Source: an optimization exercise on an open RTL-to-GDS flow (aim: small area and a short achievable clock period). Production flows keep margins and buffers that such runs may drop.
In this exercise RTL edits were held to simulation tests only and were not proved equivalent to the original.

==> flow/design.v (outline; a module is shown in full before it is edited, if it fits) <==
// module cic_decim: 2231 lines
// module ddc_core: 2360 lines
module ddc_core
(
    input  logic        ADC_CLK,
    input  logic        RST_N,
    input  logic [11:0] ADC_IN,
    input  logic        ENC_SW,
    input  logic        ENC_DIR,
    input  logic        ENC_CNT,
    input  logic        ENC_CLK,
    input  logic        DATA_ACK,
    output logic [15:0] OUT,
    output logic        DATA_RDY
);
  // ...
==> flow/run.sh <==
#!/bin/bash
# synth_recipe.tcl (not shown) runs the flow's synth.tcl, then flattens the netlist and writes it again
# the make line also repeats each setting of config.mk as NAME=value (left out here)
make -C /OpenROAD-flow-scripts/flow DESIGN_CONFIG=/design/flow/config.mk WORK_HOME=/design/flow/orfs CLKGATE_MAP_FILE= SYNTH_SCRIPT=/design/flow/synth_recipe.tcl finish
==> flow/config.mk <==
export PLATFORM = sky130hd
export DESIGN_NAME = ddc_core
export DESIGN_NICKNAME = ddc_core
export VERILOG_FILES = /design/flow/design.v
export SDC_FILE = /design/flow/constraint.sdc
export NUM_CORES = 4
export LEC_CHECK = 0
export ABC_AREA = 1
export CAP_MARGIN = 20
export CORE_MARGIN = 2
export CORE_UTILIZATION = 60
export PLACE_DENSITY = 0.75
export SETUP_SLACK_MARGIN = 5
export SLEW_MARGIN = 20
==> flow/constraint.sdc <==
create_clock -name core_clock -period 8.0 [get_ports {ADC_CLK}]
set_input_delay 1.6000 -clock core_clock [delete_from_list [all_inputs] [get_ports {ADC_CLK}]]
set_output_delay 1.6000 -clock core_clock [all_outputs]
set_load 0.01 [all_outputs]
==> summary.txt, run 1 <==
GRT
  – Number of global-route vias before repair: 34800
  – Pin count of the biggest net entering global routing: 161
  – Initial antenna violation count: 0

Clocking
  – Root Buffer: clkbuf_16
  – Clock Sink Count: 673
  – Worst skew pair latency: 0.63 ns
  – H-tree depth: 3
  – # Post-CTS Setup Buffers: 17
  – Cts repair resizes: 55

Synth
  – Ys flop type: dfrtp_1
  – Post-Syn Instances: 5308
  – Synthesis-stage register bit count: 673
  – Ys Warns: 2
  – Post-synthesis sequential area ratio: 37.7%
  – Post-synthesis mux area share: 0.0252%

STA
  – Slew HR: 35.1%
  – Final Cycle Share: 37.3%

Place
  – Post-place instance area: 0.0458 sq mm
  – Routability Congestion: 0.948

Worst setup path
  – CP Launch Type: flip-flop
  – Max incr delay on CP: 0.58 ns
  – Levels on crit path: 7

Finish
  – Multi-input comb cells: 3730
  – Nets: 5873
  – Multi-input gate area: 0.0246 sq mm
  – Post-route insts no fill: 6352

Floorplanning
  – Die width: 277 microns

Run
  – # Max-Cap Violations: 0

Run status
  – Run status: timing/DRC/antenna clean
==> run 2: changes to the inputs <==
==> flow/flow/run.sh (new file) <==
#!/bin/bash
# Own layout flow: the standard ORFS flow (standard.sh, unchanged synthesis script and
# constraints) with a few extra ORFS settings:
#  - port buffers are buf_4 cells instead of the default pick,
#  - the resizer may swap cells across footprints,
#  - timing repair aims at a larger setup margin.
set -euo pipefail
bash standard.sh \
  "SETUP_SLACK_MARGIN=${MARGIN:-5.25}" \
  "MATCH_CELL_FOOTPRINT=0" \
  "BUFFER_PORTS_ARGS=-buffer_cell sky130_fd_sc_hd__buf_4" \
  finish > standard_flow.log 2>&1
==> flow/standard.sh (new file) <==
#!/bin/bash
# synth_recipe.tcl (not shown) runs the flow's synth.tcl, then flattens the netlist and writes it again
# the make line also repeats each setting of config.mk as NAME=value (left out here)
make -C /OpenROAD-flow-scripts/flow DESIGN_CONFIG=/design/flow/config.mk WORK_HOME=/design/flow/orfs CLKGATE_MAP_FILE= SYNTH_SCRIPT=/design/flow/synth_recipe.tcl "${@:-finish}"
--- a/flow/config.mk
+++ b/flow/config.mk
@@ -11,4 +11,3 @@
 export CORE_UTILIZATION = 60
 export PLACE_DENSITY = 0.75
-export SETUP_SLACK_MARGIN = 5
 export SLEW_MARGIN = 20
removed: flow/run.sh
==> run 2 against run 1 <==
Net effect:
- setup slack improved by 0.14 ns
- non-clock buffer count increased by 117
- final cell count increased by 1.9%
- flip-flop and latch count unchanged
- largest cell class unchanged
- critical endpoint is now mk1_q1$_DFF_PN0_
==> summary.txt, run 2 <==
Worst setup path
  – CP endpoint kind: flip-flop (unchanged)
  – CP Launch Type: flip-flop (unchanged)
  – CP arrival: 3.33 ns (was 3.46 ns)
  – Crit-path max FO: 7 (was 10)
  – Critical Setup Path Class: flip-flop to flip-flop (unchanged)
  – Crit path required time: 8.49 ns (was 8.48 ns)

STA
  – Max frequency: 352 MHz (was 335 MHz)
  – RSZ-0062 raised after global routing: yes (unchanged)
  – Final Skew: 0.0374 ns (was 0.0376 ns)
  – Setup TNS: 0 ns (unchanged)
  – Final setup viols: 0 (unchanged)
  – Final Cycle Share: 35.5% (was 37.3%)
  – Slew HR: 38.4% (was 35.1%)
  – Final hold violation count: 0 (unchanged)
  – Worst-Margin Slew: 0.924 ns (was 0.973 ns)
  – Fin. max-slew vios: 0 (unchanged)
  – Min Clock Period, post-route: 2.84 ns (was 2.98 ns)

Place
  – Routability Congestion: 0.978 (was 0.948)
  – PortBufs: 35 (unchanged)
  – Detailed Place HPWL: 70900 microns (was 70100 microns)
  – Dpl cells: 6170 (unchanged)

Clocking
  – Worst skew pair latency: 0.64 ns (was 0.63 ns)
  – Clock-pin slew on the worst setup and hold paths: 0.06 ns (about the same)
  – H-tree depth: 3 (unchanged)
  – TritonCTS clock tree: done (unchanged)
  – CTS buffer count: 78 (was 77)
  – Hold_buf cts: 0 (unchanged)
  – Root Buffer: clkbuf_16 (unchanged)
  – Buffer depth of the longest clock path: 3 (unchanged)
  – Clock Sink Count: 673 (unchanged)

Floorplanning
  – FP Rows: 100 (unchanged)
  – Die area: 0.0767 sq mm (unchanged)
  – Vert. Die Dim: 277 microns (unchanged)
  – Die width: 277 microns (unchanged)
  – Top-Level Pins: 36 (unchanged)
  – Initial Util: 60.3% (unchanged)
  – Core area: 0.0741 sq mm (unchanged)

Synth
  – Top cell type's share of synthesized area: 37.7% (unchanged)
  – Post-synth EDFFs: 0 (unchanged)
  – Most frequent cells after synthesis: nand2_1, inv_1, dfrtp_1 (unchanged)
  – Post-Syn Instances: 5308 (unchanged)
  – Syn nets: 5860 (unchanged)
  – Synth cell types: 62 (unchanged)
  – Synth top area cells: dfrtp_1, nand2_1, ha_1 (unchanged)
  – Synthesis-stage register bit count: 673 (unchanged)
  – Largest area contributor in the netlist: dfrtp_1 (unchanged)
  – Count leader, synth: nand2_1 (unchanged)
  – Asr flop ratio synth: 100% (unchanged)
  – Cell Area, Synth: 0.0447 sq mm (unchanged)
  – Ys flop type: dfrtp_1 (unchanged)
  – Ys Warns: 2 (unchanged)
  – Avg Cell Area, Syn: 8.42 sq um (unchanged)
  – Post-synthesis sequential area ratio: 37.7% (unchanged)

Detailed routing
  – WL per Instance: 16.3 microns (was 15.7 microns)
  – DR vias/cell: 5.61 (about the same)
  – WL final: 106000 microns (was 99900 microns)
  – Number of DRC markers in iteration 0: 2994 (was 3060)
  – DRC viols: 0 (unchanged)
  – DR vias: 36300 (was 35700)
  – Detail Route Antenna Nets: 0 (unchanged)
  – Drt first pass iters: 8 (unchanged)

Finish
  – Post-route insts no fill: 6471 (was 6352)
  – Fillers: 5720 (was 5970)
  – Leading cell type in the layout, fill and taps excluded: nand2_1 (unchanged)
  – Most frequent cells in the layout: nand2_1, inv_1, dfrtp_1, ha_1, nand3_1 (unchanged)
  – Nets: 5993 (was 5873)
  – Multi-input gate area: 0.0256 sq mm (was 0.0246 sq mm)
  – Reg area: 0.0169 sq mm (about the same)
  – Layout area overhead: 14.4% (was 10.1%)
  – Layout cells sized above 1: 12.6% (was 6.41%)
  – Ant diodes: 0 (unchanged)

Run status
  – Run status: timing/DRC/antenna clean (unchanged)

Run
  – # Max-Cap Violations: 0 (unchanged)

GRT
  – Pin count of the biggest net entering global routing: 156 (was 161)
  – Initial antenna violation count: 0 (unchanged)
  – First-pass GRT wire length: 173000 microns (was 169000 microns)
  – GRT overflow: 0 (unchanged)
  – GRT Total Usage: 27.1% (was 26.3%)
  – Number of global-route vias before repair: 35500 (was 34800)

Min path
  – Worst hold path type: flip-flop to flip-flop (unchanged)
run 2: cell types whose count changed in the layout (fill, tap and decap cells not counted), sizes merged:
cell,delta
clkdlybuf4s50,-14
o21ai,+1
clkbuf,+1
clkinv,-8
bufinv,-2
clkinvlp,+16
buf,+152
inv,-7
dlymetal6s2s,-3
dlygate4sd2,-17
run 2: logic make-up (layout without fill, tap and decap cells):
logic type               Yosys count  in the layout  synth area share [%]
flip-flops                       673            673                  37.7
XOR/XNOR                         327            327                  6.44
adder cells (fa/ha/maj)          533            533                  17.7
multiplexers                       1              1                0.0252
other                              1              1               0.00839
buffers and inverters            906           1098                  7.83
AO/OA/AOI/OAI                    883            884                  12.2
AND/OR/NAND/NOR                 1984           1985                  18.1
run 2: what timing repair did:
item                                    4_1_cts  5_1_grt
setup buffers                                57       99
cloned                                        3        1
gates resized for setup                     137      237
endpoints found under the setup margin      230      212
pin swaps                                    21       75
run 2: path summary, 6_finish.rpt:
check | from | to | slack (ns) | cells after the start
worst max-delay path | x_q[3]$_DFF_PN0_ | mk1_q1$_DFF_PN0_ | 5.16 | 14
worst min-delay path | meta_q[2]$_DFF_PN0_ | sync_q[2]$_DFF_PN0_ | 0.35 | 0
worst max register to register | x_q[3]$_DFF_PN0_ | mk1_q1$_DFF_PN0_ | 5.16 | 14
worst min register to register | meta_q[2]$_DFF_PN0_ | sync_q[2]$_DFF_PN0_ | 0.35 | 0
max in group asynchronous | RST_N | lo_q1[2]$_DFF_PN0_ | 5.58 | 2
min in group asynchronous | RST_N | u_cic0.v_q[19]$_DFFE_PN0P_ | 1.04 | 1
run 2: worst max-delay path, cell delays in order, from the launching register on:
cell,delay [ns]
dfrtp_2,0.50
clkinvlp_4,0.21
buf_4,0.17
o22ai_2,0.09
a221oi_2,0.05
xor2_1,0.18
ha_1,0.36
a21oi_2,0.15
o21ai_0,0.10
nand2_1,0.11
ha_4,0.22
a21oi_2,0.11
o21ai_0,0.10
o21bai_1,0.19
xor2_1,0.14
run 2: per-stage QoR:
| step | area [sq um] | hold slack, ns | util, % | setup slack, ns |
|---|---|---|---|---|
| floorplan | 44700 | 0.331 | - | 5.16 |
| global route | 51100 | 0.357 | 69.0 | 5.06 |
| finish | 51100 | 0.347 | 69.0 | 5.16 |
| CTS | 49300 | 0.351 | 66.5 | 5.16 |
| detailed placement | 45700 | 0.343 | 61.7 | 4.62 |
| global placement | 45700 | 0.335 | 61.7 | 4.67 |
run 2: area by class of cell:
type	count	area share, %
clock inverter	32	0.835
timing repair buffer	211	3.49
tap	969	2.37
multi-input combinational	3731	50.1
clock buffer	109	4.41
sequential	673	33.0
timing repair inverter	2	0.0294
inverter	744	5.71
run 2: metal layers:
layer	GRT usage (%)	wire length, microns
met1	36.2	45200
met2	44.9	50700
met3	4.13	5940
met4	9.94	3820
met5	0	0
==> run 3: changes to the inputs <==
--- a/flow/flow/run.sh
+++ b/flow/flow/run.sh
@@ -7,5 +7,5 @@
 set -euo pipefail
 bash standard.sh \
-  "SETUP_SLACK_MARGIN=${MARGIN:-5.25}" \
+  "SETUP_SLACK_MARGIN=${MARGIN:-5.4}" \
   "MATCH_CELL_FOOTPRINT=0" \
   "BUFFER_PORTS_ARGS=-buffer_cell sky130_fd_sc_hd__buf_4" \
--- a/flow/config.mk
+++ b/flow/config.mk
@@ -9,5 +9,4 @@
 export CAP_MARGIN = 20
 export CORE_MARGIN = 2
-export CORE_UTILIZATION = 60
-export PLACE_DENSITY = 0.75
+export CORE_UTILIZATION = 40
 export SLEW_MARGIN = 20
==> run 3 against run 2 <==
Net effect:
- flip-flop and latch count stayed put
- die area increased by 49%
- largest cell class unchanged
- clock-buffer cell count down 4
==> summary.txt, run 3 <==
Run status
  – Run status: timing/DRC/antenna clean (unchanged)

Synth
  – Most frequent cells after synthesis: nand2_1, inv_1, dfrtp_1 (unchanged)
  – Ys flop type: dfrtp_1 (unchanged)
  – Synth top area cells: dfrtp_1, nand2_1, ha_1 (unchanged)
  – Synth cell types: 62 (unchanged)
  – Post-synthesis sequential area ratio: 37.7% (unchanged)
  – Cell Area, Synth: 0.0447 sq mm (unchanged)
  – Avg Cell Area, Syn: 8.42 sq um (unchanged)
  – Largest area contributor in the netlist: dfrtp_1 (unchanged)
  – Count leader, synth: nand2_1 (unchanged)
  – Synthesis-stage register bit count: 673 (unchanged)
  – Post-Syn Instances: 5308 (unchanged)
  – Syn nets: 5860 (unchanged)
  – Top cell type's share of synthesized area: 37.7% (unchanged)
  – Ys Warns: 2 (unchanged)
  – Post-synth EDFFs: 0 (unchanged)
  – Asr flop ratio synth: 100% (unchanged)

STA
  – Final Skew: 0.0301 ns (was 0.0374 ns)
  – Final hold violation count: 0 (unchanged)
  – Worst-Margin Slew: 0.925 ns (was 0.924 ns)
  – Slew HR: 38.4% (about the same)
  – Setup TNS: 0 ns (unchanged)
  – Min Clock Period, post-route: 2.84 ns (about the same)
  – Fin. max-slew vios: 0 (unchanged)
  – WHS: 0.344 ns (was 0.347 ns)
  – Final setup viols: 0 (unchanged)
  – Final Cycle Share: 35.5% (about the same)
  – Max frequency: 352 MHz (about the same)
  – RSZ-0062 raised after global routing: yes (unchanged)

Worst setup path
  – Crit path required time: 6.40 ns (was 8.49 ns)
  – R2R cell count: 8 (was 14)
  – Top delay family on crit path: flip-flops (was compound AO/OA/AOI/OAI gates)
  – Worst R2R Setup Slack: 5.25 ns (was 5.16 ns)
  – Critical-path top delay cell: dfrtp_1 (was dfrtp_2)
  – Max incr delay on CP: 0.43 ns (was 0.50 ns)
  – Crit Reg-Reg Endpoint: mb_q1[3]$_DFF_PN0_ (was mk1_q1$_DFF_PN0_)
  – Crit-path max FO: 2 (was 7)
  – Crit path cell chain: buf_6 (was clkinvlp_4 > buf_4 > o22ai_2 > a221oi_2 > xor2_1 > ha_1 > a21oi_2 > o21ai_0 > nand2_1 > ha_4 > a21oi_2 > o21ai_0 > o21bai_1 > xor2_1)
  – CP arrival: 1.24 ns (was 3.33 ns)
  – Worst Path Buf+Inv: 1 (was 2)
  – Critical Setup Path Class: flip-flop to output pin (was flip-flop to flip-flop)
  – Worst r2r src: x_q[6]$_DFF_PN0_ (was x_q[3]$_DFF_PN0_)
  – CP Launch Type: flip-flop (unchanged)
  – CP endpoint kind: output pin (was flip-flop)

Clocking
  – Hold_buf cts: 0 (unchanged)
  – Root Buffer: clkbuf_16 (unchanged)
  – Buffer depth of the longest clock path: 3 (unchanged)
  – TritonCTS clock tree: done (unchanged)
  – CTS buffer count: 82 (was 78)
  – Worst skew pair latency: 0.66 ns (was 0.64 ns)
  – Clock-pin slew on the worst setup and hold paths: 0.06 ns (about the same)
  – Clock Sink Count: 673 (unchanged)
  – H-tree depth: 3 (unchanged)

Detailed routing
  – WL final: 113000 microns (was 106000 microns)
  – Drt first pass iters: 6 (was 8)
  – Routed length on met1: 48500 microns (was 45200 microns)
  – WL per Instance: 15.7 microns (was 16.3 microns)
  – Number of DRC markers in iteration 0: 2859 (was 2994)
  – DRC viols: 0 (unchanged)
  – Met3 wire length: 5630 microns (was 5940 microns)
  – DR vias: 37100 (was 36300)
  – Detail Route Antenna Nets: 0 (unchanged)
  – DR vias/cell: 5.18 (was 5.61)
  – Routed met2 length: 53700 microns (was 50700 microns)
  – Top sig layer: met4 (unchanged)

Floorplanning
  – Die area: 0.114 sq mm (was 0.0767 sq mm)
  – Top-Level Pins: 36 (unchanged)
  – Core area: 0.111 sq mm (was 0.0741 sq mm)
  – FP Rows: 122 (was 100)
  – Initial Util: 40.4% (was 60.3%)
  – Vert. Die Dim: 338 microns (was 277 microns)
  – Die width: 338 microns (was 277 microns)

GRT
  – Initial antenna violation count: 0 (unchanged)
  – Pin count of the biggest net entering global routing: 157 (was 156)
  – GRT overflow: 0 (unchanged)
  – GRT Total Usage: 18.6% (was 27.1%)
  – Number of global-route vias before repair: 35900 (was 35500)
  – First-pass GRT wire length: 179000 microns (was 173000 microns)

Finish
  – Layout cells sized above 1: 20.6% (was 12.6%)
  – Nets: 6173 (was 5993)
  – Final instance area: 0.0552 sq mm (was 0.0511 sq mm)
  – Most frequent cells in the layout: nand2_1, inv_1, dfrtp_1, ha_1, buf_4 (was nand2_1, inv_1, dfrtp_1, ha_1, nand3_1)
  – Ant diodes: 0 (unchanged)
  – Layout area overhead: 23.5% (was 14.4%)
  – Post-route insts no fill: 7172 (was 6471)
  – Leading cell type in the layout, fill and taps excluded: nand2_1 (unchanged)

Place
  – Detailed Place HPWL: 73600 microns (was 70900 microns)
  – Post-place instance area: 0.0465 sq mm (was 0.0457 sq mm)
  – PortBufs: 35 (unchanged)
  – Routability Congestion: 0.962 (was 0.978)
  – Dpl cells: 6688 (was 6170)

Min path
  – Worst hold path type: flip-flop to flip-flop (unchanged)
  – Hold depth: 0 (unchanged)
  – Hold EP: sync_q[3]$_DFF_PN0_ (was sync_q[2]$_DFF_PN0_)
  – Hold path startpoint: meta_q[3]$_DFF_PN0_ (was meta_q[2]$_DFF_PN0_)

Run
  – # Max-Cap Violations: 0 (unchanged)
## run 3: cell counts after synthesis
Identical to the previous run, type by type.
## run 3: repair_timing
item | 4_1_cts | 5_1_grt
gates cloned | 6 | 6
gates resized for setup | 293 | 495
setup buffers | 137 | 188
pin swaps | 88 | 246
setup endpoints to repair | 407 | 572
## run 3: worst max-delay path by stage
stage | startpoint | endpoint | slack [ns] | cells past startpoint
final | out_q[1]$_DFFE_PN0P_ | OUT[1] | 5.16 | 1
after global placement | cnt_q[2]$_DFF_PN0_ | u_cic1.u_q[16]$_DFFE_PN0P_ | 4.74 | 8
after CTS | out_q[3]$_DFFE_PN0P_ | OUT[3] | 5.11 | 1
after global routing | out_q[1]$_DFFE_PN0P_ | OUT[1] | 5.10 | 1
after floorplan | ADC_IN[2] | x3_q[12]$_DFF_PN0_ | 5.16 | 10
after detailed placement | cnt_q[2]$_DFF_PN0_ | u_cic1.u_q[16]$_DFFE_PN0P_ | 4.68 | 8
## run 3: cells by family (layout without fill, tap and decap cells)
group / after synthesis / in the layout / synth area share, %
AOI/OAI and AO/OA: 883 / 884 / 12.2
xor gates and xnor gates: 327 / 327 / 6.44
adders and majority gates: 533 / 533 / 17.7
buffers and inverters: 906 / 1280 / 7.83
DFF: 673 / 673 / 37.7
muxes: 1 / 1 / 0.0252
other: 1 / 1 / 0.00839
and+or+nand+nor: 1984 / 1985 / 18.1
## run 3: per-stage QoR
stage | util (%) | setup WS (ns)
after global placement | 42.0 | 4.74
after detailed placement | 42.0 | 4.68
after CTS | 46.6 | 5.11
final | 49.9 | 5.16
after floorplan | - | 5.16
after global routing | 49.9 | 5.10
## run 3: layout make-up
cell class	instances	area, sq um
fill	10200	55500
sequential	673	16900
timing repair inverter	8	57.6
clock buffer	105	2260
inverter	744	2950
clock inverter	42	667
multi-input combinational	3731	27100
timing repair buffer	381	3340
tap	1488	1860
## run 3: layer usage
metal / track usage (%) / vias up
met5: 0 / -
met4: 7.50 / 0
met3: 2.84 / 405
met2: 31.0 / 1009
met1: 24.1 / 17700
li1: - / 18000
==> run 4: changes to the inputs <==
--- a/flow/flow/run.sh
+++ b/flow/flow/run.sh
@@ -7,5 +7,5 @@
 set -euo pipefail
 bash standard.sh \
-  "SETUP_SLACK_MARGIN=${MARGIN:-5.4}" \
+  "SETUP_SLACK_MARGIN=${MARGIN:-5.25}" \
   "MATCH_CELL_FOOTPRINT=0" \
   "BUFFER_PORTS_ARGS=-buffer_cell sky130_fd_sc_hd__buf_4" \
--- a/flow/config.mk
+++ b/flow/config.mk
@@ -10,3 +10,5 @@
 export CORE_MARGIN = 2
 export CORE_UTILIZATION = 40
+export CTS_CLUSTER_DIAMETER = 60
+export CTS_CLUSTER_SIZE = 20
 export SLEW_MARGIN = 20
==> run 4 against run 3 <==
Net effect:
- flip-flop and latch count stayed put
- clock skew rose by 0.028 ns
- hold slack better by 0.0018 ns
- clock-buffer cell count decreased by 27
- setup slack improved by 0.056 ns
- synthesized cell count unchanged
- sequential share of layout area rose by 2.1 points
- utilization shrank 3.2 points
- maximum frequency is 2.0% higher
- critical endpoint is now DATA_RDY
==> summary.txt, run 4 <==
Synth
  – Top cell type's share of synthesized area: 37.7% (unchanged)
  – Asr flop ratio synth: 100% (unchanged)
  – Most frequent cells after synthesis: nand2_1, inv_1, dfrtp_1 (unchanged)
  – Ys flop type: dfrtp_1 (unchanged)
  – Post-Syn Instances: 5308 (unchanged)
  – Synth top area cells: dfrtp_1, nand2_1, ha_1 (unchanged)
  – Synth cell types: 62 (unchanged)
  – Syn nets: 5860 (unchanged)
  – Avg Cell Area, Syn: 8.42 sq um (unchanged)
  – Largest area contributor in the netlist: dfrtp_1 (unchanged)
  – Post-synth EDFFs: 0 (unchanged)
  – Cell Area, Synth: 0.0447 sq mm (unchanged)
  – Count leader, synth: nand2_1 (unchanged)
  – Synthesis-stage register bit count: 673 (unchanged)
  – Ys Warns: 2 (unchanged)
  – Post-synthesis sequential area ratio: 37.7% (unchanged)

Finish
  – Leading cell type in the layout, fill and taps excluded: nand2_1 (unchanged)
  – Post-route insts no fill: 6992 (was 7172)
  – Nets: 6000 (was 6173)
  – Layout area overhead: 15.5% (was 23.5%)
  – Layout cells sized above 1: 12.8% (was 20.6%)
  – Most frequent cells in the layout: nand2_1, inv_1, dfrtp_1, ha_1, nand3_1 (was nand2_1, inv_1, dfrtp_1, ha_1, buf_4)
  – Multi-input gate area: 0.0255 sq mm (was 0.0271 sq mm)
  – Ant diodes: 0 (unchanged)
  – Reg area: 0.0169 sq mm (about the same)
  – Fillers: 10600 (was 10200)

GRT
  – Initial antenna violation count: 0 (unchanged)
  – Pin count of the biggest net entering global routing: 154 (was 157)
  – GRT Total Usage: 18.2% (was 18.6%)
  – Number of global-route vias before repair: 34300 (was 35900)
  – First-pass GRT wire length: 174000 microns (was 179000 microns)
  – GRT overflow: 0 (unchanged)

Worst setup path
  – Crit path cell chain: buf_6 (unchanged)
  – Worst r2r src: x3_q[12]$_DFF_PN0_ (was x_q[6]$_DFF_PN0_)
  – Crit Reg-Reg Endpoint: mb_q0[5]$_DFF_PN0_ (was mb_q1[3]$_DFF_PN0_)
  – Worst R2R Setup Slack: 5.26 ns (was 5.25 ns)
  – Critical-path top delay cell: dfrtp_1 (unchanged)
  – Top delay family on crit path: flip-flops (unchanged)
  – Crit-path max FO: 2 (unchanged)
  – CP Launch Type: flip-flop (unchanged)
  – CP arrival: 1.18 ns (was 1.24 ns)
  – CP endpoint kind: output pin (unchanged)
  – Max incr delay on CP: 0.41 ns (was 0.43 ns)
  – Crit path required time: 6.40 ns (about the same)
  – Worst Path Buf+Inv: 1 (unchanged)
  – R2R cell count: 6 (was 8)
  – Critical Setup Path Class: flip-flop to output pin (unchanged)

Clocking
  – Hold_buf cts: 0 (unchanged)
  – Clock-pin slew on the worst setup and hold paths: 0.06 ns (about the same)
  – CTS buffer count: 73 (was 82)
  – TritonCTS clock tree: done (unchanged)
  – Root Buffer: clkbuf_16 (unchanged)
  – Clock Sink Count: 673 (unchanged)
  – H-tree depth: 3 (unchanged)
  – Buffer depth of the longest clock path: 3 (unchanged)
  – Worst skew pair latency: 0.66 ns (about the same)

Detailed routing
  – DRC viols: 0 (unchanged)
  – Drt first pass iters: 6 (unchanged)
  – WL final: 105000 microns (was 113000 microns)
  – DR vias/cell: 5.10 (was 5.18)
  – Number of DRC markers in iteration 0: 2746 (was 2859)
  – Detail Route Antenna Nets: 0 (unchanged)
  – WL per Instance: 15.1 microns (was 15.7 microns)
  – DR vias: 35700 (was 37100)

Run
  – # Max-Cap Violations: 0 (unchanged)

Place
  – Dpl cells: 6691 (was 6688)
  – Routability Congestion: 0.947 (was 0.962)
  – PortBufs: 35 (unchanged)
  – Detailed Place HPWL: 73900 microns (was 73600 microns)

Min path
  – Hold depth: 0 (unchanged)
  – Hold EP: sync_q[2]$_DFF_PN0_ (was sync_q[3]$_DFF_PN0_)
  – Hold path startpoint: meta_q[2]$_DFF_PN0_ (was meta_q[3]$_DFF_PN0_)
  – Worst hold path type: flip-flop to flip-flop (unchanged)

Floorplanning
  – FP Rows: 122 (unchanged)
  – Core area: 0.111 sq mm (unchanged)
  – Die area: 0.114 sq mm (unchanged)
  – Die width: 338 microns (unchanged)
  – Initial Util: 40.4% (unchanged)
  – Top-Level Pins: 36 (unchanged)
  – Vert. Die Dim: 338 microns (unchanged)

STA
  – WHS: 0.346 ns (was 0.344 ns)
  – Final setup viols: 0 (unchanged)
  – Fin. max-slew vios: 0 (unchanged)
  – Setup TNS: 0 ns (unchanged)
  – Final hold violation count: 0 (unchanged)
  – Final Skew: 0.0580 ns (was 0.0301 ns)
  – Slew HR: 41.2% (was 38.4%)
  – Min Clock Period, post-route: 2.78 ns (was 2.84 ns)
  – Max frequency: 359 MHz (was 352 MHz)
  – RSZ-0062 raised after global routing: yes (unchanged)
  – Final Cycle Share: 34.8% (was 35.5%)
  – Worst-Margin Slew: 0.881 ns (was 0.925 ns)

Run status
  – Run status: timing/DRC/antenna clean (unchanged)
==> run 4: cells by family (layout without fill, tap and decap cells) <==
logic type | after synthesis | in the layout | share of synthesized area (%)
other | 1 | 1 | 0.00839
flip-flops | 673 | 673 | 37.7
multiplexers | 1 | 1 | 0.0252
AND/OR/NAND/NOR | 1984 | 1985 | 18.1
adder cells (fa/ha/maj) | 533 | 533 | 17.7
buffers and inverters | 906 | 1101 | 7.83
XOR/XNOR | 327 | 327 | 6.44
AO/OA/AOI/OAI | 883 | 883 | 12.2
==> run 4: cell type report <==
class | count | area share, %
repair buffers | 225 | 3.69
repair inverters | 1 | 0.0145
inverters | 744 | 5.65
multi-input cells | 3730 | 49.5
clock inverters | 53 | 1.16
clock buffers | 78 | 3.68
well taps | 1488 | 3.61
flip-flops and latches | 673 | 32.7
==> run 4: worst max path at each step <==
stage / startpoint / endpoint / slack [ns] / cells after the start
floorplan: ADC_IN[2] / x3_q[12]$_DFF_PN0_ / 5.16 / 10
global placement: RST_N / u_cic0.i1l_q[12]$_DFF_PN0_ / 4.75 / 2
detailed placement: x3_q[0]$_DFF_PN0_ / mk2_q1$_DFF_PN0_ / 4.70 / 14
CTS: out_q[1]$_DFFE_PN0P_ / OUT[1] / 5.16 / 1
global route: u_cic1.i1h_q[5]$_DFF_PN0_ / hold_q[15]$_DFFE_PN0P_ / 5.13 / 15
finish: rdy_q$_DFFE_PN0P_ / DATA_RDY / 5.22 / 1
==> run 4: stage by stage <==
stage	worst slack, ns	utilization, %	area, sq um
floorplan	5.16	-	44700
global placement	4.75	41.9	46400
detailed placement	4.70	41.9	46400
CTS	5.16	45.0	49800
global route	5.13	46.6	51600
finish	5.22	46.6	51600
==> run 4: routing by layer <==
metal	GRT usage, %	vias up	share of wire (%)	routed length, microns
met4	6.31	0	3.5	3650
met5	0	-	0	0
met1	24.7	16900	45	47700
met2	29.5	875	46	48800
li1	-	17600	-	-
met3	2.63	270	5.0	5280
==> run 4: timing repair <==
item / CTS / global route
endpoints found under the setup margin: 329 / 370
buffers inserted: 65 / 103
pin swaps: 20 / 65
cloned: 2 / 0
resized for setup: 135 / 238
==> run 5: changes to the inputs <==
--- a/flow/flow/run.sh
+++ b/flow/flow/run.sh
@@ -7,5 +7,5 @@
 set -euo pipefail
 bash standard.sh \
-  "SETUP_SLACK_MARGIN=${MARGIN:-5.25}" \
+  "SETUP_SLACK_MARGIN=${MARGIN:-5.1}" \
   "MATCH_CELL_FOOTPRINT=0" \
   "BUFFER_PORTS_ARGS=-buffer_cell sky130_fd_sc_hd__buf_4" \
==> run 5 against run 4 <==
Net effect:
- still clean on timing, DRC and antenna
- routed wire length fell by 1.5%
- first-iteration DRC count rose by 4.3%
- design area decreased by 2.0%
- largest cell class unchanged
- highest routed layer unchanged
==> summary.txt, run 5 <==
Run status
  – Run status: timing/DRC/antenna clean (unchanged)

STA
  – Slew HR: 40.3% (was 41.2%)
  – Final setup viols: 0 (unchanged)
  – RSZ-0062 raised after global routing: yes (unchanged)
  – Fin. max-slew vios: 0 (unchanged)
  – Setup TNS: 0 ns (unchanged)
  – Min Clock Period, post-route: 2.85 ns (was 2.78 ns)
  – Worst-Margin Slew: 0.896 ns (was 0.881 ns)
  – Final Skew: 0.0543 ns (was 0.0580 ns)
  – Max frequency: 350 MHz (was 359 MHz)
  – Final Cycle Share: 35.7% (was 34.8%)
  – Final hold violation count: 0 (unchanged)

Clocking
  – Clock-pin slew on the worst setup and hold paths: 0.06 ns (about the same)
  – TritonCTS clock tree: done (unchanged)
  – Clock Sink Count: 673 (unchanged)
  – Hold_buf cts: 0 (unchanged)
  – CTS buffer count: 85 (was 73)
  – Root Buffer: clkbuf_16 (unchanged)
  – Worst skew pair latency: 0.68 ns (was 0.66 ns)
  – H-tree depth: 3 (unchanged)
  – Buffer depth of the longest clock path: 3 (unchanged)

Synth
  – Avg Cell Area, Syn: 8.42 sq um (unchanged)
  – Count leader, synth: nand2_1 (unchanged)
  – Top cell type's share of synthesized area: 37.7% (unchanged)
  – Synth top area cells: dfrtp_1, nand2_1, ha_1 (unchanged)
  – Post-synthesis sequential area ratio: 37.7% (unchanged)
  – Synth cell types: 62 (unchanged)
  – Most frequent cells after synthesis: nand2_1, inv_1, dfrtp_1 (unchanged)
  – Ys Warns: 2 (unchanged)
  – Asr flop ratio synth: 100% (unchanged)
  – Post-synth EDFFs: 0 (unchanged)
  – Ys flop type: dfrtp_1 (unchanged)
  – Largest area contributor in the netlist: dfrtp_1 (unchanged)
  – Synthesis-stage register bit count: 673 (unchanged)
  – Post-Syn Instances: 5308 (unchanged)
  – Cell Area, Synth: 0.0447 sq mm (unchanged)
  – Syn nets: 5860 (unchanged)

Finish
  – Layout cells sized above 1: 8.88% (was 12.8%)
  – Most frequent cells in the layout: nand2_1, inv_1, dfrtp_1, ha_1, nand3_1 (unchanged)
  – Leading cell type in the layout, fill and taps excluded: nand2_1 (unchanged)
  – Final core utilization: 45.7% (was 46.6%)
  – Nets: 5924 (was 6000)
  – Layout area overhead: 13.2% (was 15.5%)
  – Ant diodes: 0 (unchanged)

Run
  – # Max-Cap Violations: 0 (unchanged)

Place
  – PortBufs: 35 (unchanged)
  – Routability Congestion: 0.946 (was 0.947)
  – Detailed Place HPWL: 73700 microns (was 73900 microns)

Detailed routing
  – WL final: 104000 microns (was 105000 microns)
  – DRC viols: 0 (unchanged)
  – Number of DRC markers in iteration 0: 2864 (was 2746)
  – DR vias: 35400 (was 35700)
  – WL per Instance: 15.0 microns (was 15.1 microns)
  – Drt first pass iters: 7 (was 6)
  – Detail Route Antenna Nets: 0 (unchanged)
  – DR vias/cell: 5.11 (was 5.10)

GRT
  – First-pass GRT wire length: 174000 microns (about the same)
  – Pin count of the biggest net entering global routing: 160 (was 154)
  – Number of global-route vias before repair: 34500 (was 34300)
  – Initial antenna violation count: 0 (unchanged)
  – GRT overflow: 0 (unchanged)
  – GRT Total Usage: 18.1% (was 18.2%)

Floorplanning
  – Initial Util: 40.4% (unchanged)
  – Vert. Die Dim: 338 microns (unchanged)
  – Top-Level Pins: 36 (unchanged)
  – Core area: 0.111 sq mm (unchanged)
  – Die width: 338 microns (unchanged)
  – Die area: 0.114 sq mm (unchanged)
  – FP Rows: 122 (unchanged)

Worst setup path
  – CP Launch Type: flip-flop (unchanged)
  – Crit path required time: 8.54 ns (was 6.40 ns)
  – Critical Setup Path Class: flip-flop to flip-flop (was flip-flop to output pin)
  – CP endpoint kind: flip-flop (was output pin)
  – Crit-path max FO: 10 (was 2)
  – CP arrival: 3.40 ns (was 1.18 ns)
  – Worst R2R Setup Slack: 5.15 ns (was 5.26 ns)

Min path
  – Worst hold path type: flip-flop to flip-flop (unchanged)
[run 5: cell counts after synthesis]
No cell type changed its count.
[run 5: worst max-delay path, cell delays in order (launching register included)]
cell        delay [ns]
dfrtp_1           0.63
clkinvlp_4        0.38
o22ai_1           0.23
a221oi_1          0.10
xor2_1            0.21
fa_1              0.59
fa_1              0.43
xor2_1            0.16
[run 5: metal layers]
| layer | vias up | GRT usage, % | wire, microns |
|---|---|---|---|
| met1 | 16800 | 24.1 | 47100 |
| li1 | 17500 | - | - |
| met5 | - | 0 | 0 |
| met2 | 888 | 29.9 | 48100 |
| met3 | 252 | 2.70 | 5390 |
| met4 | 0 | 6.33 | 3220 |
[run 5: worst paths after layout]
check	start	end	cells after the start
setup reg to reg	x_q[9]$_DFF_PN0_	mb_q1[2]$_DFF_PN0_	7
hold reg to reg	meta_q[2]$_DFF_PN0_	sync_q[2]$_DFF_PN0_	0
max in group asynchronous	RST_N	x_q[7]$_DFF_PN0_	3
hold / removal	meta_q[2]$_DFF_PN0_	sync_q[2]$_DFF_PN0_	0
setup / recovery	x_q[9]$_DFF_PN0_	mb_q1[2]$_DFF_PN0_	7
min in group asynchronous	RST_N	u_cic0.v_q[17]$_DFFE_PN0P_	1
[run 5: logic make-up (layout without fill, tap and decap cells)]
| group | Yosys count | after routing | share of synthesized area [%] |
|---|---|---|---|
| fa+ha+maj | 533 | 533 | 17.7 |
| simple gates | 1984 | 1985 | 18.1 |
| other cells | 1 | 1 | 0.00839 |
| xor+xnor | 327 | 327 | 6.44 |
| mux | 1 | 1 | 0.0252 |
| buf+inv | 906 | 1036 | 7.83 |
| compound gates | 883 | 883 | 12.2 |
| flops | 673 | 673 | 37.7 |
[run 5: through the flow]
stage	hold WS (ns)	instances	setup slack [ns]	instance area, sq um
after floorplan	0.331	5308	5.06	44700
after global placement	0.333	6692	4.50	46400
after detailed placement	0.335	6692	4.48	46400
after CTS	0.347	6875	5.03	49800
after global routing	0.353	6927	4.99	50600
final	0.346	6927	5.15	50600
[run 5: what timing repair did]
| item | CTS | global route |
|---|---|---|
| pin swaps | 3 | 17 |
| buffers inserted | 29 | 49 |
| setup endpoints to repair | 255 | 307 |
| cloned | 0 | 3 |
| endpoints found under the hold margin | 0 | 0 |
| gates resized for setup | 58 | 120 |
[run 5: layout make-up]
type / instances / area, sq um
tap: 1488 / 1860
clock inverter: 61 / 787
clock buffer: 93 / 2220
inverter: 744 / 2870
multi-input combinational: 3730 / 24800
timing repair inverter: 2 / 12.5
sequential: 673 / 16900
timing repair buffer: 136 / 1150
fill: 10800 / 60100
==> run 6: changes to the inputs <==
--- a/flow/flow/run.sh
+++ b/flow/flow/run.sh
@@ -7,5 +7,5 @@
 set -euo pipefail
 bash standard.sh \
-  "SETUP_SLACK_MARGIN=${MARGIN:-5.1}" \
+  "SETUP_SLACK_MARGIN=${MARGIN:-5.25}" \
   "MATCH_CELL_FOOTPRINT=0" \
   "BUFFER_PORTS_ARGS=-buffer_cell sky130_fd_sc_hd__buf_4" \
--- a/flow/config.mk
+++ b/flow/config.mk
@@ -10,5 +10,3 @@
 export CORE_MARGIN = 2
 export CORE_UTILIZATION = 40
-export CTS_CLUSTER_DIAMETER = 60
-export CTS_CLUSTER_SIZE = 20
 export SLEW_MARGIN = 20
==> run 6 against run 5 <==
Net effect:
- still clean
- clock-buffer cell count is 19 higher
- design area is 2.7% higher
- final cell count is 1.3% higher
- die area stayed put
- synthesized cell count stayed put
- critical path type is now flip-flop to output pin
==> summary.txt, run 6 <==
Run status
  – Run status: timing/DRC/antenna clean (unchanged)

Clocking
  – Clock Sink Count: 673 (unchanged)
  – TritonCTS clock tree: done (unchanged)
  – Worst skew pair latency: 0.65 ns (was 0.68 ns)
  – H-tree depth: 3 (unchanged)
  – Buffer depth of the longest clock path: 3 (unchanged)
  – CTS buffer count: 82 (was 85)
  – Clock-pin slew on the worst setup and hold paths: 0.06 ns (about the same)
  – Root Buffer: clkbuf_16 (unchanged)
  – Hold_buf cts: 0 (unchanged)

Min path
  – Worst hold path type: flip-flop to flip-flop (unchanged)

Detailed routing
  – Routed met2 length: 49300 microns (was 48100 microns)
  – DR vias: 35900 (was 35400)
  – Drt first pass iters: 7 (unchanged)
  – Routed length on met1: 48300 microns (was 47100 microns)
  – Met3 wire length: 5180 microns (was 5390 microns)
  – Number of DRC markers in iteration 0: 2780 (was 2864)
  – Top sig layer: met4 (unchanged)
  – WL per Instance: 15.1 microns (was 15.0 microns)
  – Detail Route Antenna Nets: 0 (unchanged)
  – DR vias/cell: 5.11 (about the same)
  – DRC viols: 0 (unchanged)
  – WL final: 106000 microns (was 104000 microns)

Synth
  – Ys flop type: dfrtp_1 (unchanged)
  – Post-synthesis sequential area ratio: 37.7% (unchanged)
  – Count leader, synth: nand2_1 (unchanged)
  – Post-Syn Instances: 5308 (unchanged)
  – Syn nets: 5860 (unchanged)
  – Cell Area, Synth: 0.0447 sq mm (unchanged)
  – Largest area contributor in the netlist: dfrtp_1 (unchanged)
  – Avg Cell Area, Syn: 8.42 sq um (unchanged)
  – Synthesis-stage register bit count: 673 (unchanged)
  – Top cell type's share of synthesized area: 37.7% (unchanged)
  – Asr flop ratio synth: 100% (unchanged)
  – Post-synth EDFFs: 0 (unchanged)
  – Most frequent cells after synthesis: nand2_1, inv_1, dfrtp_1 (unchanged)
  – Ys Warns: 2 (unchanged)
  – Synth top area cells: dfrtp_1, nand2_1, ha_1 (unchanged)
  – Synth cell types: 62 (unchanged)

Finish
  – Layout area overhead: 16.3% (was 13.2%)
  – Nets: 6014 (was 5924)
  – Most frequent cells in the layout: nand2_1, inv_1, dfrtp_1, ha_1, nand3_1 (unchanged)
  – Layout cells sized above 1: 12.7% (was 8.88%)
  – Final instance area: 0.0520 sq mm (was 0.0506 sq mm)
  – Fillers: 10500 (was 10800)
  – Leading cell type in the layout, fill and taps excluded: nand2_1 (unchanged)
  – Ant diodes: 0 (unchanged)

GRT
  – First-pass GRT wire length: 175000 microns (was 174000 microns)
  – GRT overflow: 0 (unchanged)
  – Number of global-route vias before repair: 34500 (about the same)
  – Pin count of the biggest net entering global routing: 154 (was 160)
  – Initial antenna violation count: 0 (unchanged)
  – GRT Total Usage: 18.3% (was 18.1%)

Worst setup path
  – Levels on crit path: 1 (was 7)
  – Critical Setup Path Class: flip-flop to output pin (was flip-flop to flip-flop)
  – CP arrival: 1.20 ns (was 3.40 ns)
  – Crit-path max FO: 2 (was 10)
  – Worst R2R Setup Slack: 5.28 ns (was 5.15 ns)
  – R2R cell count: 8 (was 7)
  – Crit path launch: out_q[15]$_DFFE_PN0P_ (was x_q[9]$_DFF_PN0_)
  – CP Launch Type: flip-flop (unchanged)
  – Worst Path Buf+Inv: 1 (unchanged)
  – Crit path required time: 6.40 ns (was 8.54 ns)
  – Max incr delay on CP: 0.41 ns (was 0.63 ns)
  – Worst r2r src: x_q[5]$_DFF_PN0_ (was x_q[9]$_DFF_PN0_)
  – Critical Path Sink: OUT[15] (was mb_q1[2]$_DFF_PN0_)
  – Crit path cell chain: buf_6 (was clkinvlp_4 > o22ai_1 > a221oi_1 > xor2_1 > fa_1 > fa_1 > xor2_1)
  – Crit Reg-Reg Endpoint: mb_q1[5]$_DFF_PN0_ (was mb_q1[2]$_DFF_PN0_)
  – Top delay family on crit path: flip-flops (was adder cells)
  – Critical-path top delay cell: dfrtp_1 (unchanged)
  – CP endpoint kind: output pin (was flip-flop)

Floorplanning
  – FP Rows: 122 (unchanged)
  – Top-Level Pins: 36 (unchanged)
  – Initial Util: 40.4% (unchanged)
  – Core area: 0.111 sq mm (unchanged)
  – Vert. Die Dim: 338 microns (unchanged)
  – Die width: 338 microns (unchanged)
  – Die area: 0.114 sq mm (unchanged)

STA
  – Final Skew: 0.0306 ns (was 0.0543 ns)
  – Final setup viols: 0 (unchanged)
  – Max frequency: 358 MHz (was 350 MHz)
  – Slew HR: 40.5% (was 40.3%)
  – Slack of the critical path: 5.20 ns (was 5.15 ns)
  – Worst-Margin Slew: 0.893 ns (was 0.896 ns)
  – RSZ-0062 raised after global routing: yes (unchanged)
  – Fin. max-slew vios: 0 (unchanged)
  – Final hold violation count: 0 (unchanged)
  – Setup TNS: 0 ns (unchanged)
  – Min Clock Period, post-route: 2.80 ns (was 2.85 ns)
  – Final Cycle Share: 35.0% (was 35.7%)

Place
  – Routability Congestion: 0.947 (was 0.946)
  – PortBufs: 35 (unchanged)
  – Post-place instance area: 0.0464 sq mm (about the same)
  – Detailed Place HPWL: 73900 microns (was 73700 microns)
  – Dpl ws: 4.70 ns (was 4.48 ns)

Run
  – # Max-Cap Violations: 0 (unchanged)
==> run 6: worst min-delay path by stage <==
stage                        start             endpoint  slack, ns  cells past startpoint
2_1_floorplan  meta_q[0]$_DFF_PN0_  sync_q[0]$_DFF_PN0_       0.33                      0
3_3_place_gp   meta_q[3]$_DFF_PN0_  sync_q[3]$_DFF_PN0_       0.33                      0
3_5_place_dp   meta_q[2]$_DFF_PN0_  sync_q[2]$_DFF_PN0_       0.33                      0
4_1_cts        meta_q[2]$_DFF_PN0_  sync_q[2]$_DFF_PN0_       0.35                      0
5_1_grt        meta_q[1]$_DFF_PN0_  sync_q[1]$_DFF_PN0_       0.35                      0
6_report       meta_q[2]$_DFF_PN0_  sync_q[2]$_DFF_PN0_       0.35                      0
==> run 6: timing repair <==
| item | CTS | global route |
|---|---|---|
| setup endpoints to repair | 328 | 355 |
| gates cloned | 3 | 2 |
| resized for setup | 139 | 214 |
| hold endpoints to repair | 0 | 0 |
| pin swaps | 18 | 64 |
| buffers inserted | 67 | 103 |
==> run 6: area by class of cell <==
type / count / area, sq um / area share (%)
Inverter: 744 / 2920 / 5.61
Clock buffer: 112 / 2310 / 4.44
Sequential cell: 673 / 16900 / 32.5
Clock inverter: 41 / 651 / 1.25
Multi-Input combinational cell: 3731 / 25500 / 49.0
Timing Repair inverter: 2 / 15.0 / 0.0289
Tap cell: 1488 / 1860 / 3.58
Timing Repair Buffer: 228 / 1880 / 3.61
==> run 6: layer usage <==
layer / vias to the layer above / GRT usage [%]
li1: 17700 / -
met4: 0 / 6.72
met5: - / 0
met2: 877 / 29.6
met3: 275 / 2.72
met1: 17000 / 24.8
==> run 6: metrics by stage <==
| step | hold WS [ns] | util, % | instances |
|---|---|---|---|
| 6_report | 0.345 | 47.0 | 7019 |
| 5_1_grt | 0.354 | 47.0 | 7019 |
| 3_5_place_dp | 0.335 | 41.9 | 6691 |
| 4_1_cts | 0.347 | 45.4 | 6914 |
| 3_3_place_gp | 0.332 | 41.9 | 6691 |
| 2_1_floorplan | 0.331 | - | 5308 |
==> run 6: cells by family after synthesis <==
group | Yosys count | synth area share (%)
AO/OA/AOI/OAI | 883 | 12.2
buffers and inverters | 906 | 7.83
other | 1 | 0.00839
XOR/XNOR | 327 | 6.44
AND/OR/NAND/NOR | 1984 | 18.1
flip-flops | 673 | 37.7
adder cells (fa/ha/maj) | 533 | 17.7
multiplexers | 1 | 0.0252
==> run 7: changes to the inputs <==
--- a/flow/config.mk
+++ b/flow/config.mk
@@ -10,3 +10,5 @@
 export CORE_MARGIN = 2
 export CORE_UTILIZATION = 40
+export CTS_CLUSTER_DIAMETER = 80
+export CTS_CLUSTER_SIZE = 30
 export SLEW_MARGIN = 20
==> run 7 against run 6 <==
Net effect:
- still clean on timing, DRC and antenna
- flip-flop and latch count unchanged
- first-iteration DRC count increased by 0.14%
- hold slack improved by 0.0084 ns
- via count fell by 0.84%
- area after synthesis unchanged
- maximum frequency shrank 0.55%
- final cell count is 1.0% lower
- clock-buffer cell count down 69
- utilization shrank 1.0 points
- die area did not move
- highest routed layer unchanged
==> summary.txt, run 7 <==
Synth
  – Synth top area cells: dfrtp_1, nand2_1, ha_1 (unchanged)
  – Count leader, synth: nand2_1 (unchanged)
  – Cell Area, Synth: 0.0447 sq mm (unchanged)
  – Largest area contributor in the netlist: dfrtp_1 (unchanged)
  – Asr flop ratio synth: 100% (unchanged)
  – Avg Cell Area, Syn: 8.42 sq um (unchanged)
  – Post-synth EDFFs: 0 (unchanged)
  – Synthesis-stage register bit count: 673 (unchanged)
  – Top cell type's share of synthesized area: 37.7% (unchanged)
  – Ys flop type: dfrtp_1 (unchanged)
  – Syn nets: 5860 (unchanged)
  – Synth cell types: 62 (unchanged)
  – Post-Syn Instances: 5308 (unchanged)
  – Ys Warns: 2 (unchanged)
  – Most frequent cells after synthesis: nand2_1, inv_1, dfrtp_1 (unchanged)
  – Post-synthesis sequential area ratio: 37.7% (unchanged)

GRT
  – GRT overflow: 0 (unchanged)
  – Gr busiest metal: met2 (unchanged)
  – Pin count of the biggest net entering global routing: 154 (unchanged)
  – GRT Total Usage: 18.0% (was 18.3%)
  – Initial antenna violation count: 0 (unchanged)
  – GR Layer Usage met2: 29.6% (about the same)
  – First-pass GRT wire length: 173000 microns (was 175000 microns)
  – Met1 Usage GRT: 24.7% (was 24.8%)
  – Met3 GRT Util: 2.44% (was 2.72%)
  – Number of global-route vias before repair: 34000 (was 34500)

Worst setup path
  – Crit Reg-Reg Endpoint: mb_q0[6]$_DFF_PN0_ (was mb_q1[5]$_DFF_PN0_)
  – Worst R2R Setup Slack: 5.29 ns (was 5.28 ns)
  – Crit path required time: 6.40 ns (about the same)
  – Worst Path Buf+Inv: 1 (unchanged)
  – CP arrival: 1.21 ns (was 1.20 ns)
  – Crit path cell chain: buf_6 (unchanged)
  – CP Launch Type: flip-flop (unchanged)
  – Worst r2r src: x_q[7]$_DFF_PN0_ (was x_q[5]$_DFF_PN0_)
  – CP endpoint kind: output pin (unchanged)
  – Levels on crit path: 1 (unchanged)
  – Max incr delay on CP: 0.43 ns (was 0.41 ns)
  – Critical-path top delay cell: dfrtp_1 (unchanged)
  – Top delay family on crit path: flip-flops (unchanged)
  – Critical Setup Path Class: flip-flop to output pin (unchanged)
  – R2R cell count: 7 (was 8)
  – Crit-path max FO: 2 (unchanged)

STA
  – Setup TNS: 0 ns (unchanged)
  – Final setup viols: 0 (unchanged)
  – Worst-Margin Slew: 0.887 ns (was 0.893 ns)
  – Slew HR: 40.8% (was 40.5%)
  – Slack of the critical path: 5.19 ns (was 5.20 ns)
  – Fin. max-slew vios: 0 (unchanged)
  – Final Skew: 0.0526 ns (was 0.0306 ns)
  – Max frequency: 356 MHz (was 358 MHz)
  – RSZ-0062 raised after global routing: yes (unchanged)
  – Final hold violation count: 0 (unchanged)
  – Final Cycle Share: 35.2% (was 35.0%)
  – Min Clock Period, post-route: 2.81 ns (was 2.80 ns)

Clocking
  – CTS buffer count: 42 (was 82)
  – H-tree depth: 2 (was 3)
  – Clock Sink Count: 673 (unchanged)
  – Buffer depth of the longest clock path: 3 (unchanged)
  – Root Buffer: clkbuf_16 (unchanged)
  – Clock-pin slew on the worst setup and hold paths: 0.11 ns (was 0.06 ns)
  – Hold_buf cts: 0 (unchanged)
  – Worst skew pair latency: 0.67 ns (was 0.65 ns)
  – TritonCTS clock tree: done (unchanged)

Finish
  – Most frequent cells in the layout: nand2_1, inv_1, dfrtp_1, ha_1, nand3_1 (unchanged)
  – Layout cells sized above 1: 12.3% (was 12.7%)
  – Layout area overhead: 13.8% (was 16.3%)
  – Ant diodes: 0 (unchanged)
  – Final instance area: 0.0508 sq mm (was 0.0520 sq mm)
  – Nets: 5981 (was 6014)
  – Leading cell type in the layout, fill and taps excluded: nand2_1 (unchanged)
  – Final core utilization: 45.9% (was 47.0%)

Detailed routing
  – DR vias/cell: 5.12 (was 5.11)
  – WL per Instance: 15.1 microns (about the same)
  – Number of DRC markers in iteration 0: 2784 (was 2780)
  – DR vias: 35600 (was 35900)
  – Detail Route Antenna Nets: 0 (unchanged)
  – Drt first pass iters: 10 (was 7)
  – DRC viols: 0 (unchanged)
  – WL final: 105000 microns (was 106000 microns)

Place
  – Detailed Place HPWL: 73900 microns (unchanged)
  – PortBufs: 35 (unchanged)
  – Post-place instance area: 0.0464 sq mm (unchanged)
  – Routability Congestion: 0.947 (unchanged)
  – Dpl ws: 4.70 ns (unchanged)

Min path
  – Hold path startpoint: meta_q[2]$_DFF_PN0_ (unchanged)
  – Hold EP: sync_q[2]$_DFF_PN0_ (unchanged)
  – Worst hold path type: flip-flop to flip-flop (unchanged)
  – Hold depth: 0 (unchanged)

Floorplanning
  – Die area: 0.114 sq mm (unchanged)
  – Die width: 338 microns (unchanged)
  – FP Rows: 122 (unchanged)
  – Initial Util: 40.4% (unchanged)
  – Core area: 0.111 sq mm (unchanged)
  – Vert. Die Dim: 338 microns (unchanged)
  – Top-Level Pins: 36 (unchanged)

Run status
  – Run status: timing/DRC/antenna clean (unchanged)

Run
  – # Max-Cap Violations: 0 (unchanged)
## run 7: final cells by class
class / count / area [sq um]
clock buffer: 43 / 1080
clock inverter: 33 / 551
fill: 10600 / 59800
inverter: 744 / 2920
multi-input combinational: 3731 / 25500
sequential: 673 / 16900
tap: 1488 / 1860
timing repair buffer: 235 / 1990
timing repair inverter: 2 / 15.0
## run 7: kinds of logic after synthesis
| logic type | after synthesis | synth area share, % |
|---|---|---|
| simple gates | 1984 | 18.1 |
| xor+xnor | 327 | 6.44 |
| mux | 1 | 0.0252 |
| other cells | 1 | 0.00839 |
| fa+ha+maj | 533 | 17.7 |
| compound gates | 883 | 12.2 |
| flops | 673 | 37.7 |
| buf+inv | 906 | 7.83 |
## run 7: metal layers
layer  vias up  part of all wire, %
li1      17600                    -
met1     17000                   45
met2       802                   47
met3       249                  4.7
met4         0                  3.4
met5         -                    0
## run 7: worst max path at each step
stage,startpoint,endpoint,slack [ns]
floorplan,ADC_IN[2],x3_q[12]$_DFF_PN0_,5.16
global placement,RST_N,u_cic0.i1l_q[12]$_DFF_PN0_,4.75
detailed placement,x3_q[0]$_DFF_PN0_,mk2_q1$_DFF_PN0_,4.70
CTS,rdy_q$_DFFE_PN0P_,DATA_RDY,5.12
global route,rdy_q$_DFFE_PN0P_,DATA_RDY,5.12
finish,rdy_q$_DFFE_PN0P_,DATA_RDY,5.19
## run 7: through the flow
stage,hold slack (ns),instances
after floorplan,0.331,5308
after global placement,0.332,6691
after detailed placement,0.335,6691
after CTS,0.357,6841
after global routing,0.362,6949
final,0.354,6949
## run 7: timing repair
item,4_1_cts,5_1_grt
gates resized for setup,140,235
cloned,2,2
setup buffers,72,106
endpoints found under the setup margin,334,314
pin swaps,22,76
==> run 8: changes to the inputs <==
--- a/flow/config.mk
+++ b/flow/config.mk
@@ -10,5 +10,6 @@
 export CORE_MARGIN = 2
 export CORE_UTILIZATION = 40
-export CTS_CLUSTER_DIAMETER = 80
-export CTS_CLUSTER_SIZE = 30
+export CTS_BUF_LIST = sky130_fd_sc_hd__clkbuf_8 sky130_fd_sc_hd__clkbuf_16
+export CTS_CLUSTER_DIAMETER = 50
+export CTS_CLUSTER_SIZE = 24
 export SLEW_MARGIN = 20
==> run 8 against run 7 <==
Net effect:
- still clean
- maximum frequency about the same
- synthesized cell count unchanged
- first-iteration DRC count up 4.3%
- non-clock buffer count grew 8
- utilization grew 1.9 points
- critical endpoint unchanged
==> summary.txt, run 8 <==
Run status
  – Run status: timing/DRC/antenna clean (unchanged)

Clocking
  – CTS buffer count: 96 (was 42)
  – Worst skew pair latency: 0.68 ns (was 0.67 ns)
  – H-tree depth: 3 (was 2)
  – Clock-pin slew on the worst setup and hold paths: 0.06 ns (was 0.11 ns)
  – Root Buffer: clkbuf_16 (unchanged)
  – Buffer depth of the longest clock path: 3 (unchanged)
  – TritonCTS clock tree: done (unchanged)
  – Clock Sink Count: 673 (unchanged)
  – Hold_buf cts: 0 (unchanged)

STA
  – Final setup viols: 0 (unchanged)
  – Fin. max-slew vios: 0 (unchanged)
  – Final Skew: 0.0380 ns (was 0.0526 ns)
  – Final Cycle Share: 35.1% (was 35.2%)
  – Min Clock Period, post-route: 2.81 ns (about the same)
  – Final hold violation count: 0 (unchanged)
  – RSZ-0062 raised after global routing: yes (unchanged)
  – Slack of the critical path: 5.19 ns (about the same)
  – Setup TNS: 0 ns (unchanged)
  – Slew HR: 40.3% (was 40.8%)
  – Max frequency: 356 MHz (about the same)
  – Worst-Margin Slew: 0.896 ns (was 0.887 ns)

Worst setup path
  – CP arrival: 1.21 ns (about the same)
  – Max incr delay on CP: 0.41 ns (was 0.43 ns)
  – Worst Path Buf+Inv: 1 (unchanged)
  – Worst r2r src: x3_q[12]$_DFF_PN0_ (was x_q[7]$_DFF_PN0_)
  – Critical Setup Path Class: flip-flop to output pin (unchanged)
  – Top delay family on crit path: flip-flops (unchanged)
  – Crit path launch: rdy_q$_DFFE_PN0P_ (unchanged)
  – Worst R2R Setup Slack: 5.24 ns (was 5.29 ns)
  – Critical Path Sink: DATA_RDY (unchanged)
  – Levels on crit path: 1 (unchanged)
  – Crit Reg-Reg Endpoint: mb_q0[5]$_DFF_PN0_ (was mb_q0[6]$_DFF_PN0_)
  – CP Launch Type: flip-flop (unchanged)
  – Critical-path top delay cell: dfrtp_1 (unchanged)
  – Crit path cell chain: buf_6 (unchanged)
  – Crit-path max FO: 2 (unchanged)
  – R2R cell count: 6 (was 7)
  – CP endpoint kind: output pin (unchanged)
  – Crit path required time: 6.40 ns (about the same)

Synth
  – Avg Cell Area, Syn: 8.42 sq um (unchanged)
  – Synthesis-stage register bit count: 673 (unchanged)
  – Synth cell types: 62 (unchanged)
  – Ys Warns: 2 (unchanged)
  – Post-synthesis sequential area ratio: 37.7% (unchanged)
  – Syn nets: 5860 (unchanged)
  – Asr flop ratio synth: 100% (unchanged)
  – Synth top area cells: dfrtp_1, nand2_1, ha_1 (unchanged)
  – Post-Syn Instances: 5308 (unchanged)
  – Cell Area, Synth: 0.0447 sq mm (unchanged)
  – Ys flop type: dfrtp_1 (unchanged)
  – Post-synth EDFFs: 0 (unchanged)
  – Most frequent cells after synthesis: nand2_1, inv_1, dfrtp_1 (unchanged)
  – Count leader, synth: nand2_1 (unchanged)
  – Largest area contributor in the netlist: dfrtp_1 (unchanged)
  – Top cell type's share of synthesized area: 37.7% (unchanged)

Floorplanning
  – Initial Util: 40.4% (unchanged)
  – Die area: 0.114 sq mm (unchanged)
  – FP Rows: 122 (unchanged)
  – Top-Level Pins: 36 (unchanged)
  – Core area: 0.111 sq mm (unchanged)
  – Vert. Die Dim: 338 microns (unchanged)
  – Die width: 338 microns (unchanged)

GRT
  – GRT overflow: 0 (unchanged)
  – Met1 Usage GRT: 24.6% (was 24.7%)
  – Number of global-route vias before repair: 34700 (was 34000)
  – Initial antenna violation count: 0 (unchanged)
  – Gr busiest metal: met2 (unchanged)
  – Met3 GRT Util: 2.73% (was 2.44%)
  – GR Layer Usage met2: 29.9% (was 29.6%)
  – Pin count of the biggest net entering global routing: 154 (unchanged)
  – First-pass GRT wire length: 176000 microns (was 173000 microns)
  – GRT Total Usage: 18.3% (was 18.0%)

Finish
  – Leading cell type in the layout, fill and taps excluded: nand2_1 (unchanged)
  – Layout area overhead: 18.4% (was 13.8%)
  – Ant diodes: 0 (unchanged)
  – Most frequent cells in the layout: nand2_1, inv_1, dfrtp_1, ha_1, nand3_1 (unchanged)
  – Layout cells sized above 1: 14.0% (was 12.3%)
  – Nets: 6043 (was 5981)
  – Fillers: 10400 (was 10600)

Detailed routing
  – DR vias: 36200 (was 35600)
  – DR vias/cell: 5.13 (was 5.12)
  – WL per Instance: 15.2 microns (was 15.1 microns)
  – DRC viols: 0 (unchanged)
  – Detail Route Antenna Nets: 0 (unchanged)
  – WL final: 107000 microns (was 105000 microns)
  – Number of DRC markers in iteration 0: 2904 (was 2784)
  – Drt first pass iters: 6 (was 10)

Run
  – # Max-Cap Violations: 0 (unchanged)

Place
  – PortBufs: 35 (unchanged)
  – Detailed Place HPWL: 73900 microns (unchanged)
  – Dpl ws: 4.70 ns (unchanged)
  – Routability Congestion: 0.947 (unchanged)

Min path
  – Worst hold path type: flip-flop to flip-flop (unchanged)
  – Hold depth: 0 (unchanged)
==> run 8: cell counts after synthesis <==
No cell type changed its count.
==> run 8: logic make-up after synthesis <==
| kind of cell | Yosys count | synth area share, % |
|---|---|---|
| XOR/XNOR | 327 | 6.44 |
| AND/OR/NAND/NOR | 1984 | 18.1 |
| buffers and inverters | 906 | 7.83 |
| adder cells (fa/ha/maj) | 533 | 17.7 |
| multiplexers | 1 | 0.0252 |
| AO/OA/AOI/OAI | 883 | 12.2 |
| flip-flops | 673 | 37.7 |
| other | 1 | 0.00839 |
==> run 8: stage by stage <==
| stage | hold WS [ns] | area [sq um] | cells | util (%) |
|---|---|---|---|---|
| after global placement | 0.332 | 46400 | 6691 | 41.9 |
| after CTS | 0.347 | 50800 | 6934 | 45.9 |
| after detailed placement | 0.335 | 46400 | 6691 | 41.9 |
| after global routing | 0.354 | 52900 | 7060 | 47.8 |
| final | 0.346 | 52900 | 7060 | 47.8 |
| after floorplan | 0.331 | 44700 | 5308 | - |
==> run 8: layout make-up <==
cell class,instances,area [sq um],share of cell area [%]
multi-input combinational,3731,25600,48.4
sequential,673,16900,31.9
inverter,744,2920,5.52
clock buffer,105,2530,4.78
timing repair buffer,243,2070,3.92
tap,1488,1860,3.52
clock inverter,74,996,1.88
timing repair inverter,2,15.0,0.0284
==> run 8: repair_timing <==
item                       CTS  global route
hold endpoints to repair     0             0
gates resized for setup    137           251
buffers inserted            62           124
pin swaps                   18            77
setup endpoints to repair  324           354
gates cloned                 2             2
==> run 8: layer usage <==
metal	wire length, microns	vias up
li1	-	17800
met4	3710	0
met3	5490	285
met2	49800	1008
met5	0	-
met1	48000	17200
==> run 8: how the worst min path moves through the flow <==
stage | start | endpoint | slack (ns)
after floorplan | meta_q[0]$_DFF_PN0_ | sync_q[0]$_DFF_PN0_ | 0.33
after global placement | meta_q[3]$_DFF_PN0_ | sync_q[3]$_DFF_PN0_ | 0.33
after detailed placement | meta_q[2]$_DFF_PN0_ | sync_q[2]$_DFF_PN0_ | 0.33
after CTS | meta_q[2]$_DFF_PN0_ | sync_q[2]$_DFF_PN0_ | 0.35
after global routing | meta_q[1]$_DFF_PN0_ | sync_q[1]$_DFF_PN0_ | 0.35
final | meta_q[4]$_DFF_PN0_ | sync_q[4]$_DFF_PN0_ | 0.35

-- static timing again, ports no longer ideal --
How much do the figures lean on ideal ports? The routed layouts below were timed once more, with nothing changed but the port constraints. Step 1 (the two cells are an assumption about what drives the block):
set clk [get_ports {ADC_CLK}]
set_driving_cell -lib_cell sky130_fd_sc_hd__clkbuf_16 $clk
set_driving_cell -lib_cell sky130_fd_sc_hd__buf_2 [delete_from_list [all_inputs] $clk]
Step 2 moves the port delays by t, midway between the first and last clock arrival at a register: inputs arrive t later, outputs are due t later. That takes back most of the time a late clock gives input paths. a / b / c = ideal / step 1 / step 2; a / b = the first two.
run	t, ns	setup WS [ns]	hold WS [ns]
run 1	0.680	5.015 / 4.963 / 4.515	0.347 / 0.347 / 0.347
run 2	0.683	5.158 / 5.136 / 4.803	0.347 / 0.347 / 0.347
run 3	0.708	5.160 / 5.096 / 4.876	0.344 / 0.344 / 0.344
run 4	0.695	5.216 / 5.152 / 4.787	0.346 / 0.346 / 0.346
run 5	0.710	5.147 / 5.103 / 4.775	0.346 / 0.346 / 0.346
run 6	0.704	5.203 / 5.139 / 4.791	0.345 / 0.345 / 0.345
run 7	0.702	5.188 / 5.124 / 4.807	0.354 / 0.354 / 0.354
run 8	0.720	5.189 / 5.126 / 4.796	0.346 / 0.346 / 0.346
After both steps setup and hold are still met in every run listed. The setup slack of run 1, which loses most, moves by -0.052 ns with the drivers and by -0.500 ns with both steps. Setup slack includes reset recovery checks.
